This design comes from an exercise in tuning for small area, a short achievable clock period and few clock cycles per item on the open sky130 flow, not from production work. Where RTL was checked, it was by simulation tests only, not by an equivalence proof against the original. Power is estimated from default activity; no workload was simulated.

// display_test_pattern_generator
module display_test_pattern_generator (
  input  wire logic                           clk,
  input  wire logic                           rst_n,
  input  wire logic                           cfg_we,
  input  wire logic [dtpg_pkg::CFG_IDX_W-1:0] cfg_index,
  input  wire logic [dtpg_pkg::CFG_DAT_W-1:0] cfg_wdata,
  input  wire logic                           in_tvalid,
  output logic                                in_tready,
  input  wire logic [7:0]                     in_tdata,    
  output logic                                out_tvalid,
  input  wire logic                           out_tready,
  output logic [63:0]                         out_tdata,
  output logic                                out_tlast    
);
export LEC_CHECK = 0
export ABC_CLOCK_PERIOD_IN_PS = 3000
export CAP_MARGIN = 20
export CORE_MARGIN = 2
export CORE_UTILIZATION = 40
export SETUP_SLACK_MARGIN = 4.2
export SLEW_MARGIN = 20
create_clock -name core_clock -period 7.5 [get_ports {clk}]
run.sh (not shown) runs the stock make flow with config.mk's settings and CLKGATE_MAP_FILE= SYNTH_SCRIPT=/design/flow/synth_recipe.tcl, a recipe that flattens the netlist after the stock synthesis.
Next try:
Settings changed: ABC_CLOCK_PERIOD_IN_PS 3000 to 3500, SETUP_SLACK_MARGIN 4.2 to 3.5.
=> The changed run ran to the end with no violations. Via count falls by 3.3%. Cell count falls by 3.6%. Critical path depth falls by 5. Wire length falls by 5.7%.
Function was not checked in any run of this note: the RTL went through the layout flow alone.

* * *

## sierra
Another version of the RTL of display_test_pattern_generator (not shown whole).
Size in the first run: ~2000 cells after synthesis, about 99 I/O pins, roughly 16000 µm² of cells after synthesis.
clock: 7.5 ns
lec_check: 0
cap_margin: 20
core_margin: 2
core_utilization: 40
setup_slack_margin: 3.9
slew_margin: 20
Testbench counts of sierra, summed over its fixed seeds: cycles 29,984, items 29,696.
Here is what was changed in the inputs of maple compared with sierra.
--- a/flow/config.mk
+++ b/flow/config.mk
@@ -6,7 +6,8 @@
 export NUM_CORES = 4
 export LEC_CHECK = 0
+export ABC_CLOCK_PERIOD_IN_PS = 3000
 export CAP_MARGIN = 20
 export CORE_MARGIN = 2
 export CORE_UTILIZATION = 40
-export SETUP_SLACK_MARGIN = 3.9
+export SETUP_SLACK_MARGIN = 4.6
 export SLEW_MARGIN = 20
maple went all the way through synthesis, placement and routing and the layout is clean on timing, DRC and antenna.
Looking at clock-buffer cell count, maple sits above sierra.
sierra reports its master of the slowest instance on the critical path as sky130_fd_sc_hd__dfxtp_2 while maple reports sky130_fd_sc_hd__fa_2.
The placed cell count on maple is in line with that on sierra.
Compared to sierra, maple has sum of internal, switching and leakage power 120 µW higher.
A origin of the worst setup path of u_ctrl.dbl_r$_DFF_P_ is what maple shows, while u_dp.mode_r[0]$_SDFFE_PN0P_ belongs to sierra.
#### Input delta (yarrow over maple)
--- a/flow/config.mk
+++ b/flow/config.mk
@@ -10,4 +10,4 @@
 export CORE_MARGIN = 2
 export CORE_UTILIZATION = 40
-export SETUP_SLACK_MARGIN = 4.6
+export SETUP_SLACK_MARGIN = 3.0
 export SLEW_MARGIN = 20
Results
Of maple and yarrow, yarrow shows the higher worst IR drop on VDD, with maple below it. Compared with maple, yarrow shows wire length that has gone down by more than 10%. More vias were needed by maple than by yarrow. Between yarrow and maple, it is yarrow whose final layout net count is lower, by 8.0%. Taking yarrow as 1.0, maple lands at 1.10 on clock-buffer cell count. Cell-internal power delta for yarrow relative to maple: about 7% lower. yarrow: worst setup margin 830 ps below maple. Final non-filler cell total was lower in yarrow than in maple. Dominant power group: registers -> maple, the clock network -> yarrow. [yarrow vs maple] final period utilization: higher in yarrow.
What onyx does differently from yarrow at the input level:
--- a/flow/config.mk
+++ b/flow/config.mk
@@ -6,8 +6,8 @@
 export NUM_CORES = 4
 export LEC_CHECK = 0
-export ABC_CLOCK_PERIOD_IN_PS = 3000
+export ABC_CLOCK_PERIOD_IN_PS = 2500
 export CAP_MARGIN = 20
 export CORE_MARGIN = 2
 export CORE_UTILIZATION = 40
-export SETUP_SLACK_MARGIN = 3.0
+export SETUP_SLACK_MARGIN = 4.2
 export SLEW_MARGIN = 20
### Flow results
- Largest net degree at the start of global routing was higher in yarrow than in onyx.
- onyx vs yarrow: achievable frequency up
- Diff yarrow..onyx | synthesized area divided by synthesized cell count | unchanged
- Filler-free cell count of the finished design, yarrow and onyx: smaller value in yarrow
- Per the comparison of onyx with yarrow, depth of the worst register-to-register path now sits higher; design area now sits higher; length of routed met2 wiring now sits higher.
- The setup slack of onyx was superior to that of yarrow.
- onyx ended with every stage complete and zero timing, DRC or antenna violations.
- On onyx: total leakage power is 12% higher than what yarrow gave.

* * *

## umber
display_test_pattern_generator, a different RTL version from the one above (not shown whole).
For scale: roughly 99 I/O pins, about 17000 sq um of cells after synthesis.
==> flow/config.mk <==
export PLATFORM = sky130hd
export DESIGN_NAME = display_test_pattern_generator
export DESIGN_NICKNAME = display_test_pattern_generator
export VERILOG_FILES = /design/flow/design.v
export SDC_FILE = /design/flow/constraint.sdc
export NUM_CORES = 4
export LEC_CHECK = 0
export ABC_CLOCK_PERIOD_IN_PS = 3000
export CAP_MARGIN = 20
export CORE_MARGIN = 2
export CORE_UTILIZATION = 40
export SETUP_SLACK_MARGIN = 4.2
export SLEW_MARGIN = 20
==> flow/constraint.sdc <==
create_clock -name core_clock -period 7.5 [get_ports {clk}]
set_input_delay 1.5000 -clock core_clock [delete_from_list [all_inputs] [get_ports {clk}]]
set_output_delay 1.5000 -clock core_clock [all_outputs]
set_load 0.01 [all_outputs]
Relative to umber, the following input files were edited for zinc:
--- a/flow/config.mk
+++ b/flow/config.mk
@@ -8 +8 @@
-export ABC_CLOCK_PERIOD_IN_PS = 3000
+export ABC_CLOCK_PERIOD_IN_PS = 2500
@@ -12 +12 @@
-export SETUP_SLACK_MARGIN = 4.2
+export SETUP_SLACK_MARGIN = 4.6
--- outcome ---
- Diff umber -> zinc: fraction of area in multi-input gates about even; detailed placement HPWL fell about 0.34%.
- Relative to umber, part of the power in the clock network has gone up in zinc.
- Compared to umber, the router laid down more metal wire for zinc.
- Row post-route clock skew: zinc higher / umber lower
No run of this note included a check of the RTL's function; only the layout flow was run.

[re-timing with driven ports]
The results above use ideal ports. As a check the final layouts listed here were re-extracted and re-timed, cells and wires unchanged. Step 1, drivers: a clkbuf_16 drives clk and a buf_2 each remaining input, both assumed. Step 2 moves the port delays by t, midway between the first and last clock arrival at a register: inputs arrive t later, outputs are due t later. That takes back most of the time a late clock gives input paths. a / b / c = no drivers / after step 1 / after step 2; a / b = the first two.
run	t (ns)	setup WS [ns]	worst hold slack (ns)
the first run of note 1	0.645	3.631 / 3.631 / 3.331	0.458 / 0.458 / 0.458
the second run of note 1	0.648	3.493 / 3.529 / 2.881	0.444 / 0.444 / 0.444
sierra	0.634	3.861 / 3.803 / 3.340	0.465 / 0.465 / 0.465
maple	0.633	3.924 / 3.924 / 3.653	0.468 / 0.468 / 0.468
yarrow	0.624	3.096 / 3.132 / 2.508	0.465 / 0.465 / 0.465
onyx	0.648	3.998 / 3.981 / 3.588	0.467 / 0.467 / 0.467
umber	0.641	3.767 / 3.794 / 3.153	0.454 / 0.454 / 0.454
zinc	0.643	3.819 / 3.847 / 3.204	0.455 / 0.455 / 0.455
After both steps every run listed still meets setup and hold. The setup slack of zinc, which loses most, moves by +0.028 ns with the drivers and by -0.615 ns with both steps.
